Context: an optimization exercise on an open-source flow, tuned for small area. The choices shown serve that exercise and are no tape-out recipe. Only simulation tests tie the RTL to the original design; equivalence was not proved. Power is estimated from default activity; no workload was simulated.

==> inputs of run a <==
==> flow/design.v <==
`default_nettype none
package pc_pkg;
    typedef enum logic [2:0] {
        F3_BEQ  = 3'b000,
        F3_BNE  = 3'b001,
        F3_BLT  = 3'b100,
        F3_BGE  = 3'b101,
        F3_BLTU = 3'b110,
        F3_BGEU = 3'b111
    } funct3_e;
    typedef logic [1:0] cnt_t;
    localparam cnt_t CNT_RESET = 2'b01;    
    localparam cnt_t CNT_MAX   = 2'b11;    
    localparam cnt_t CNT_MIN   = 2'b00;    
    function automatic cnt_t cnt_step(input cnt_t cnt, input logic taken);
        if (taken) begin
            cnt_step = (cnt == CNT_MAX) ? CNT_MAX : cnt + 2'b01;
        end else begin
            cnt_step = (cnt == CNT_MIN) ? CNT_MIN : cnt - 2'b01;
        end
    endfunction
endpackage
`default_nettype wire
`default_nettype none
module bht_btb
#(
    parameter int XLEN  = 32,
    parameter int IDX_W = 6,
    parameter int TAG_W = 8
) (
    input  logic             clk,
    input  logic             rst,
    input  logic [IDX_W-1:0] rd_idx,
    input  logic [TAG_W-1:0] rd_tag_cmp,
    output logic             rd_hit,
    output logic [XLEN-1:0]  rd_tgt,
    input  logic             upd_en,
    input  logic             upd_branch,
    input  logic             upd_jump,
    input  logic             upd_taken,
    input  logic [IDX_W-1:0] upd_idx,
    input  logic [TAG_W-1:0] upd_tag,
    input  logic [XLEN-1:0]  upd_tgt
);
    localparam int ENTRIES = 1 << IDX_W;
    localparam int DW      = TAG_W + XLEN;    
    localparam int RW      = DW + 1;          
    logic r_pol;
    always_ff @(posedge clk or posedge rst) begin
        if (rst) r_pol <= 1'b0;
        else     r_pol <= ~r_pol;
    end
    logic [ENTRIES-1:0] w_upd_oh;
    logic [ENTRIES-1:0] w_rd_oh;
    assign w_upd_oh = ENTRIES'(1) << upd_idx;
    assign w_rd_oh  = ENTRIES'(1) << rd_idx;
    logic w_cnt_en;
    logic w_dat_en;
    assign w_cnt_en = upd_en & (upd_branch | upd_jump);
    assign w_dat_en = upd_en & upd_taken;
    logic [1:0] w_cu_raw;
    logic       w_cu1;
    logic       w_cu0;
    logic       w_cn1;
    logic       w_cn0;
    assign w_cu1 = w_cu_raw[1] ^ r_pol;
    assign w_cu0 = ~(w_cu_raw[0] ^ r_pol);
    always_comb begin
        if (upd_jump) begin
            w_cn1 = 1'b1;
            w_cn0 = 1'b1;
        end else if (upd_taken) begin
            w_cn1 = w_cu1 | w_cu0;
            w_cn0 = w_cu1 | ~w_cu0;
        end else begin
            w_cn1 = w_cu1 & w_cu0;
            w_cn0 = w_cu1 & ~w_cu0;
        end
    end
    logic [1:0]    w_cw;
    logic [DW-1:0] w_dw;
    assign w_cw = {w_cn1, ~w_cn0} ^ {2{r_pol}};
    assign w_dw = {upd_tag, upd_tgt} ^ {DW{r_pol}};
    logic [1:0]    w_c_arr [ENTRIES];
    logic [DW-1:0] w_d_arr [ENTRIES];
    for (genvar i = 0; i < ENTRIES; i++) begin : g_entry
        logic [1:0]    r_cnt;     
        logic [DW-1:0] r_data;    
        logic [1:0]    w_cnt_nx;
        logic [DW-1:0] w_data_nx;
        logic          w_cwe;
        logic          w_ckeep;
        logic          w_dwe;
        logic          w_dkeep;
        assign w_cwe   = w_cnt_en & w_upd_oh[i];
        assign w_ckeep = ~w_cwe;
        assign w_dwe   = w_dat_en & w_upd_oh[i];
        assign w_dkeep = ~w_dwe;
        for (genvar b = 0; b < 2; b++) begin : g_cbit
            npc_o22ai u_sel (.a1(r_cnt[b]), .a2(w_cwe), .b1(w_cw[b]), .b2(w_ckeep), .y(w_cnt_nx[b]));
        end
        for (genvar b = 0; b < DW; b++) begin : g_dbit
            npc_o22ai u_sel (.a1(r_data[b]), .a2(w_dwe), .b1(w_dw[b]), .b2(w_dkeep), .y(w_data_nx[b]));
        end
        always_ff @(posedge clk or posedge rst) begin
            if (rst) r_cnt <= 2'b00;
            else     r_cnt <= w_cnt_nx;
        end
        always_ff @(posedge clk) begin
            r_data <= w_data_nx;
        end
        assign w_c_arr[i] = r_cnt;
        assign w_d_arr[i] = r_data;
    end
    logic [RW-1:0] w_rd_raw;
    logic [RW-1:0] w_rd;
    for (genvar b = 0; b < RW; b++) begin : g_rbit
        logic [ENTRIES-1:0] w_col;
        for (genvar i = 0; i < ENTRIES; i++) begin : g_col
            if (b < DW) begin : g_d
                assign w_col[i] = w_d_arr[i][b];
            end else begin : g_c
                assign w_col[i] = w_c_arr[i][1];
            end
        end
        npc_rdmux64 u_mux (.sel(w_rd_oh), .d(w_col), .y(w_rd_raw[b]));
    end
    for (genvar b = 0; b < 2; b++) begin : g_ubit
        logic [ENTRIES-1:0] w_col;
        for (genvar i = 0; i < ENTRIES; i++) begin : g_col
            assign w_col[i] = w_c_arr[i][b];
        end
        npc_rdmux64 u_mux (.sel(w_upd_oh), .d(w_col), .y(w_cu_raw[b]));
    end
    assign w_rd   = w_rd_raw ^ {RW{r_pol}};
    assign rd_hit = w_rd[DW] & (w_rd[XLEN +: TAG_W] == rd_tag_cmp);
    assign rd_tgt = w_rd[XLEN-1:0];
endmodule
module npc_rdmux64 (
    input  logic [63:0] sel,
    input  logic [63:0] d,
    output logic        y
);
    logic [21:0] w_g;     
    logic [5:0]  w_h;     
    logic [2:0]  w_k;     
    for (genvar k = 0; k < 21; k++) begin : g_a
        npc_a222oi u_g (.a1(sel[3*k]),   .a2(d[3*k]),
                        .b1(sel[3*k+1]), .b2(d[3*k+1]),
                        .c1(sel[3*k+2]), .c2(d[3*k+2]), .y(w_g[k]));
    end
    npc_nand2 u_g21 (.a(sel[63]), .b(d[63]), .y(w_g[21]));
    for (genvar k = 0; k < 5; k++) begin : g_b
        npc_nand4 u_h (.a(w_g[4*k]), .b(w_g[4*k+1]), .c(w_g[4*k+2]), .d(w_g[4*k+3]), .y(w_h[k]));
    end
    npc_nand2 u_h5 (.a(w_g[20]), .b(w_g[21]), .y(w_h[5]));
    for (genvar k = 0; k < 3; k++) begin : g_c
        npc_nor2 u_k (.a(w_h[2*k]), .b(w_h[2*k+1]), .y(w_k[k]));
    end
    npc_nand3 u_y (.a(w_k[0]), .b(w_k[1]), .c(w_k[2]), .y(y));
endmodule
module npc_o22ai (
    input  logic a1, a2, b1, b2,
    output logic y
);
    assign y = ~((a1 | a2) & (b1 | b2));
endmodule
module npc_a222oi (
    input  logic a1, a2, b1, b2, c1, c2,
    output logic y
);
    assign y = ~((a1 & a2) | (b1 & b2) | (c1 & c2));
endmodule
module npc_nand2 (
    input  logic a, b,
    output logic y
);
    assign y = ~(a & b);
endmodule
module npc_nand4 (
    input  logic a, b, c, d,
    output logic y
);
    assign y = ~(a & b & c & d);
endmodule
module npc_nand3 (
    input  logic a, b, c,
    output logic y
);
    assign y = ~(a & b & c);
endmodule
module npc_nor2 (
    input  logic a, b,
    output logic y
);
    assign y = ~(a | b);
endmodule
`default_nettype wire
`default_nettype none
module next_pc_predictor
#(
    parameter int              XLEN        = 32,
    parameter logic [XLEN-1:0] RESET_PC    = '0,
    parameter int              BHT_ENTRIES = 64,
    parameter int              TAG_W       = 8
) (
    input  logic            clk,
    input  logic            rst,
    input  logic            stall,
    output logic [XLEN-1:0] pc,
    output logic            pred_taken,
    output logic [XLEN-1:0] pred_target,
    input  logic            ex_valid,
    input  logic [XLEN-1:0] ex_pc,
    input  logic            ex_branch,
    input  logic            ex_jump,
    input  logic            ex_jalr,
    input  logic [2:0]      ex_funct3,
    input  logic            zero,
    input  logic            less,
    input  logic            less_unsigned,
    input  logic [XLEN-1:0] ex_branch_target,
    input  logic [XLEN-1:0] ex_jalr_target,
    input  logic            ex_pred_taken,
    input  logic [XLEN-1:0] ex_pred_target,
    input  logic            is_ecall,
    input  logic            is_mret,
    input  logic [XLEN-1:0] mtvec,
    input  logic [XLEN-1:0] mepc,
    output logic            flush,
    output logic [31:0]     mispredict_cnt
);
    localparam int IDX_W = $clog2(BHT_ENTRIES);
    logic [XLEN-1:0]  r_pc;
    logic [31:0]      r_mispredict_cnt;
    logic             w_rd_hit;
    logic [XLEN-1:0]  w_rd_tgt;
    logic             w_cond;
    logic             w_act_taken;
    logic [XLEN-1:0]  w_act_tgt;
    logic             w_mispredict;
    logic [XLEN-1:0]  w_pc_next;
    logic             w_upd_en;
    logic             w_unused_jalr_lsb;
    assign w_unused_jalr_lsb = ex_jalr_target[0];
    assign w_upd_en = ex_valid & ~is_ecall & ~is_mret;
    bht_btb #(
        .XLEN  (XLEN),
        .IDX_W (IDX_W),
        .TAG_W (TAG_W)
    ) u_bht_btb (
        .clk        (clk),
        .rst        (rst),
        .rd_idx     (r_pc[IDX_W+1:2]),
        .rd_tag_cmp (r_pc[IDX_W+2 +: TAG_W]),
        .rd_hit     (w_rd_hit),
        .rd_tgt     (w_rd_tgt),
        .upd_en     (w_upd_en),
        .upd_branch (ex_branch),
        .upd_jump   (ex_jump),
        .upd_taken  (w_act_taken),
        .upd_idx    (ex_pc[IDX_W+1:2]),
        .upd_tag    (ex_pc[IDX_W+2 +: TAG_W]),
        .upd_tgt    (w_act_tgt)
    );
    assign pred_taken  = w_rd_hit;
    assign pred_target = pred_taken ? w_rd_tgt : r_pc + XLEN'(4);
    always_comb begin
        w_cond = 1'b0;
        case (ex_funct3)
            pc_pkg::F3_BEQ:  w_cond = zero;
            pc_pkg::F3_BNE:  w_cond = ~zero;
            pc_pkg::F3_BLT:  w_cond = less;
            pc_pkg::F3_BGE:  w_cond = ~less;
            pc_pkg::F3_BLTU: w_cond = less_unsigned;
            pc_pkg::F3_BGEU: w_cond = ~less_unsigned;
            default: w_cond = 1'b0;
        endcase
    end
    assign w_act_taken = ex_jump | (ex_branch & w_cond);
    assign w_act_tgt   = (ex_jump & ex_jalr) ? {ex_jalr_target[XLEN-1:1], 1'b0}
                                             : ex_branch_target;
    assign w_mispredict = ex_valid & (ex_branch | ex_jump) &
                          ((w_act_taken != ex_pred_taken) |
                           (w_act_taken & (w_act_tgt != ex_pred_target)));
    assign flush = is_ecall | is_mret | w_mispredict;
    always_comb begin
        w_pc_next = pred_target;
        if (is_ecall) begin
            w_pc_next = mtvec;
        end else if (is_mret) begin
            w_pc_next = mepc;
        end else if (w_mispredict) begin
            w_pc_next = w_act_taken ? w_act_tgt : ex_pc + XLEN'(4);
        end else if (stall) begin
            w_pc_next = r_pc;
        end
    end
    always_ff @(posedge clk or posedge rst) begin
        if (rst) begin
            r_pc             <= RESET_PC;
            r_mispredict_cnt <= '0;
        end else begin
            r_pc <= w_pc_next;
            if (w_mispredict) begin
                r_mispredict_cnt <= r_mispredict_cnt + 32'd1;
            end
        end
    end
    assign pc             = r_pc;
    assign mispredict_cnt = r_mispredict_cnt;
endmodule
`default_nettype wire
==> flow/run.sh <==
#!/bin/bash
# synth_recipe.tcl (not shown) runs the flow's synth.tcl, then flattens the netlist and writes it again
# the make line also repeats each setting of config.mk as NAME=value (left out here)
make -C /OpenROAD-flow-scripts/flow DESIGN_CONFIG=/design/flow/config.mk WORK_HOME=/design/flow/orfs CLKGATE_MAP_FILE= SYNTH_SCRIPT=/design/flow/synth_recipe.tcl finish
==> flow/config.mk <==
export PLATFORM = sky130hd
export DESIGN_NAME = next_pc_predictor
export DESIGN_NICKNAME = next_pc_predictor
export VERILOG_FILES = /design/flow/design.v
export SDC_FILE = /design/flow/constraint.sdc
export NUM_CORES = 8
export LEC_CHECK = 0
export CAP_MARGIN = 10
export CORE_MARGIN = 2
export CORE_UTILIZATION = 45
export CTS_BUF_LIST = sky130_fd_sc_hd__clkbuf_16
export CTS_CLUSTER_DIAMETER = 100
export CTS_CLUSTER_SIZE = 25
export SETUP_SLACK_MARGIN = 0.1
export SLEW_MARGIN = 10
export SYNTH_HIERARCHICAL = 1
==> flow/constraint.sdc <==
create_clock -name core_clock -period 10.0 [get_ports {clk}]
set_input_delay 2.0000 -clock core_clock [delete_from_list [all_inputs] [get_ports {clk}]]
set_output_delay 2.0000 -clock core_clock [all_outputs]
set_load 0.01 [all_outputs]
==> run b (differences from run a) <==
--- a/flow/design.v
+++ b/flow/design.v
@@ -60,2 +60,14 @@
     assign w_dat_en = upd_en & upd_taken;
+    logic [7:0] w_hi;
+    logic [7:0] w_hi_n;
+    logic [7:0] w_lo_c;
+    logic [7:0] w_lo_c_n;
+    logic [7:0] w_lo_d;
+    logic [7:0] w_lo_d_n;
+    assign w_hi     = 8'(1) << upd_idx[5:3];
+    assign w_hi_n   = ~w_hi;
+    assign w_lo_c   = {8{w_cnt_en}} & (8'(1) << upd_idx[2:0]);
+    assign w_lo_c_n = ~w_lo_c;
+    assign w_lo_d   = {8{w_dat_en}} & (8'(1) << upd_idx[2:0]);
+    assign w_lo_d_n = ~w_lo_d;
     logic [1:0] w_cu_raw;
@@ -82,3 +94,7 @@
     assign w_cw = {w_cn1, ~w_cn0} ^ {2{r_pol}};
-    assign w_dw = {upd_tag, upd_tgt} ^ {DW{r_pol}};
+    for (genvar b = 0; b < DW; b++) begin : g_dw
+        logic w_dw_n;
+        npc_xnor2 u_x (.a(b < XLEN ? upd_tgt[b % XLEN] : upd_tag[(b - XLEN) % TAG_W]), .b(r_pol), .y(w_dw_n));
+        npc_inv   u_i (.a(w_dw_n), .y(w_dw[b]));
+    end
     logic [1:0]    w_c_arr [ENTRIES];
@@ -94,6 +110,6 @@
         logic          w_dkeep;
-        assign w_cwe   = w_cnt_en & w_upd_oh[i];
-        assign w_ckeep = ~w_cwe;
-        assign w_dwe   = w_dat_en & w_upd_oh[i];
-        assign w_dkeep = ~w_dwe;
+        npc_nor2  u_cwe   (.a(w_hi_n[i/8]), .b(w_lo_c_n[i%8]), .y(w_cwe));
+        npc_nand2 u_ckeep (.a(w_hi[i/8]),   .b(w_lo_c[i%8]),   .y(w_ckeep));
+        npc_nor2  u_dwe   (.a(w_hi_n[i/8]), .b(w_lo_d_n[i%8]), .y(w_dwe));
+        npc_nand2 u_dkeep (.a(w_hi[i/8]),   .b(w_lo_d[i%8]),   .y(w_dkeep));
         for (genvar b = 0; b < 2; b++) begin : g_cbit
@@ -199,2 +215,28 @@
 `default_nettype none
+module npc_a22o (
+    input  logic a1, a2, b1, b2,
+    output logic y
+);
+    assign y = (a1 & a2) | (b1 & b2);
+endmodule
+module npc_inv (
+    input  logic a,
+    output logic y
+);
+    assign y = ~a;
+endmodule
+module npc_xor2 (
+    input  logic a, b,
+    output logic y
+);
+    assign y = a ^ b;
+endmodule
+module npc_xnor2 (
+    input  logic a, b,
+    output logic y
+);
+    assign y = ~(a ^ b);
+endmodule
+`default_nettype wire
+`default_nettype none
 module next_pc_predictor
@@ -239,3 +281,5 @@
     logic             w_act_taken;
+    logic             w_jalr_sel;
     logic [XLEN-1:0]  w_act_tgt;
+    logic [XLEN-1:0]  w_tgt_diff;
     logic             w_mispredict;
@@ -243,2 +287,5 @@
     logic             w_upd_en;
+    logic [XLEN-1:0]  w_pc_plus4;
+    logic [XLEN-1:0]  w_ex_pc_plus4;
+    logic [31:0]      w_cnt_next;
     logic             w_unused_jalr_lsb;
@@ -265,4 +312,21 @@
     );
-    assign pred_taken  = w_rd_hit;
-    assign pred_target = pred_taken ? w_rd_tgt : r_pc + XLEN'(4);
+    logic [XLEN:2] w_pc_c;
+    logic [XLEN:2] w_ex_c;
+    assign w_pc_c[2] = 1'b1;
+    assign w_ex_c[2] = 1'b1;
+    for (genvar i = 2; i < XLEN; i++) begin : g_inc
+        assign w_pc_plus4[i]    = r_pc[i] ^ w_pc_c[i];
+        assign w_pc_c[i+1]      = r_pc[i] & w_pc_c[i];
+        assign w_ex_pc_plus4[i] = ex_pc[i] ^ w_ex_c[i];
+        assign w_ex_c[i+1]      = ex_pc[i] & w_ex_c[i];
+    end
+    assign w_pc_plus4[1:0]    = r_pc[1:0];
+    assign w_ex_pc_plus4[1:0] = ex_pc[1:0];
+    logic w_pred_taken_n;
+    assign pred_taken     = w_rd_hit;
+    assign w_pred_taken_n = ~w_rd_hit;
+    for (genvar i = 0; i < XLEN; i++) begin : g_ptgt
+        npc_a22o u_m (.a1(pred_taken), .a2(w_rd_tgt[i]), .b1(w_pred_taken_n), .b2(w_pc_plus4[i]),
+                      .y(pred_target[i]));
+    end
     always_comb begin
@@ -280,19 +344,47 @@
     assign w_act_taken = ex_jump | (ex_branch & w_cond);
-    assign w_act_tgt   = (ex_jump & ex_jalr) ? {ex_jalr_target[XLEN-1:1], 1'b0}
-                                             : ex_branch_target;
+    assign w_jalr_sel  = ex_jump & ex_jalr;
+    logic w_jalr_sel_n;
+    assign w_jalr_sel_n = ~w_jalr_sel;
+    assign w_act_tgt[0] = w_jalr_sel_n & ex_branch_target[0];
+    for (genvar i = 1; i < XLEN; i++) begin : g_act
+        npc_a22o u_m (.a1(w_jalr_sel), .a2(ex_jalr_target[i]), .b1(w_jalr_sel_n), .b2(ex_branch_target[i]),
+                      .y(w_act_tgt[i]));
+    end
+    for (genvar i = 0; i < XLEN; i++) begin : g_diff
+        npc_xor2 u_x (.a(w_act_tgt[i]), .b(ex_pred_target[i]), .y(w_tgt_diff[i]));
+    end
     assign w_mispredict = ex_valid & (ex_branch | ex_jump) &
                           ((w_act_taken != ex_pred_taken) |
-                           (w_act_taken & (w_act_tgt != ex_pred_target)));
+                           (w_act_taken & (|w_tgt_diff)));
     assign flush = is_ecall | is_mret | w_mispredict;
-    always_comb begin
-        w_pc_next = pred_target;
-        if (is_ecall) begin
-            w_pc_next = mtvec;
-        end else if (is_mret) begin
-            w_pc_next = mepc;
-        end else if (w_mispredict) begin
-            w_pc_next = w_act_taken ? w_act_tgt : ex_pc + XLEN'(4);
-        end else if (stall) begin
-            w_pc_next = r_pc;
-        end
+    logic w_sel_mtvec;
+    logic w_sel_mepc;
+    logic w_sel_act;
+    logic w_sel_seq;
+    logic w_sel_hold;
+    logic w_sel_pred;
+    assign w_sel_mtvec = is_ecall;
+    assign w_sel_mepc  = ~is_ecall & is_mret;
+    assign w_sel_act   = ~is_ecall & ~is_mret & w_mispredict & w_act_taken;
+    assign w_sel_seq   = ~is_ecall & ~is_mret & w_mispredict & ~w_act_taken;
+    assign w_sel_hold  = ~flush & stall;
+    assign w_sel_pred  = ~flush & ~stall;
+    for (genvar i = 0; i < XLEN; i++) begin : g_next
+        logic w_g0;
+        logic w_g1;
+        npc_a222oi u_g0 (.a1(w_sel_mtvec), .a2(mtvec[i]),
+                         .b1(w_sel_mepc),  .b2(mepc[i]),
+                         .c1(w_sel_act),   .c2(w_act_tgt[i]), .y(w_g0));
+        npc_a222oi u_g1 (.a1(w_sel_seq),   .a2(w_ex_pc_plus4[i]),
+                         .b1(w_sel_hold),  .b2(r_pc[i]),
+                         .c1(w_sel_pred),  .c2(pred_target[i]), .y(w_g1));
+        npc_nand2 u_y (.a(w_g0), .b(w_g1), .y(w_pc_next[i]));
+    end
+    logic [32:0] w_cnt_ones;
+    assign w_cnt_ones[0] = 1'b1;
+    for (genvar i = 0; i < 32; i++) begin : g_cnt
+        logic w_flip_n;
+        assign w_cnt_ones[i+1] = r_mispredict_cnt[i] & w_cnt_ones[i];
+        npc_nand2 u_f (.a(w_mispredict), .b(w_cnt_ones[i]), .y(w_flip_n));
+        npc_xnor2 u_x (.a(r_mispredict_cnt[i]), .b(w_flip_n), .y(w_cnt_next[i]));
     end
@@ -303,6 +395,4 @@
         end else begin
-            r_pc <= w_pc_next;
-            if (w_mispredict) begin
-                r_mispredict_cnt <= r_mispredict_cnt + 32'd1;
-            end
+            r_pc             <= w_pc_next;
+            r_mispredict_cnt <= w_cnt_next;
         end
==> flow/flow/run.sh (new file) <==
#!/bin/bash
# Own layout flow: the standard layout (standard.sh, all ORFS steps),
# except that the buffers ORFS puts on the ports use the smallest buffer
# cell instead of the one buffer_ports picks by default.
# make's full output goes to standard.log; ORFS keeps each step's log
# under orfs/logs/.
set -euo pipefail
export BUFFER_PORTS_ARGS="-buffer_cell sky130_fd_sc_hd__buf_1"
bash standard.sh > standard.log 2>&1
==> flow/standard.sh (new file) <==
#!/bin/bash
# synth_recipe.tcl (not shown) runs the flow's synth.tcl, then flattens the netlist and writes it again
# the make line also repeats each setting of config.mk as NAME=value (left out here)
make -C /OpenROAD-flow-scripts/flow DESIGN_CONFIG=/design/flow/config.mk WORK_HOME=/design/flow/orfs CLKGATE_MAP_FILE= SYNTH_SCRIPT=/design/flow/synth_recipe.tcl "${@:-finish}"
CORE_UTILIZATION = 55   (was 45)
removed: flow/run.sh
==> notes <==
Between run b and run a, the lower global-route usage is in run a (gap 5.3 points). Against run a, the sequential share of layout area of run b is higher by 2.7 points. Worst hold slack is about the same in run a and run b. Between run b and run a, the lower via count is in run b (gap 2.8%, measured against run a). Design area: run b is smaller than run a (about 5%). Against run a, the first-iteration DRC count of run b is smaller by about 3.3%. Of run b and run a, run a has the higher combinational power (gap 21%, measured against run a). In run a the final cell count is larger than in run b, by 8.4%. Of run b and run a, run b has the higher register-to-register slack (gap 0.03 ns). Flip-flop and latch count is the same in run a and run b.

==> port drivers added, routing unchanged <==
How much do the figures lean on ideal ports? The routed layouts below were timed once more, with nothing changed but the port constraints.
Step 1 sets driving cells, clkbuf_16 on the clock port and buf_2 on the other inputs (assumed; they add their load-dependent delay and slew).
Step 2 times the ports against the registers' clock, not the clock port: input delays grow and output delays shrink by t, the midpoint of the rising clock arrivals with the driver on.
Three values: ideal, step 1, step 2; two values: the first two.
run | t, ns | setup slack, ns | hold slack, ns | worst setup path after step 2 | latest minus earliest clock arrival (ns)
run a | 0.946 | 0.330 / 0.231 / 1.177 | 0.446 / 0.446 / 0.446 | register to output | 0.048 / 0.048
run b | 0.904 | 0.597 / 0.502 / 1.358 | 0.446 / 0.446 / 0.446 | input to register | 0.047 / 0.046
After both steps setup and hold are still met in every run listed.
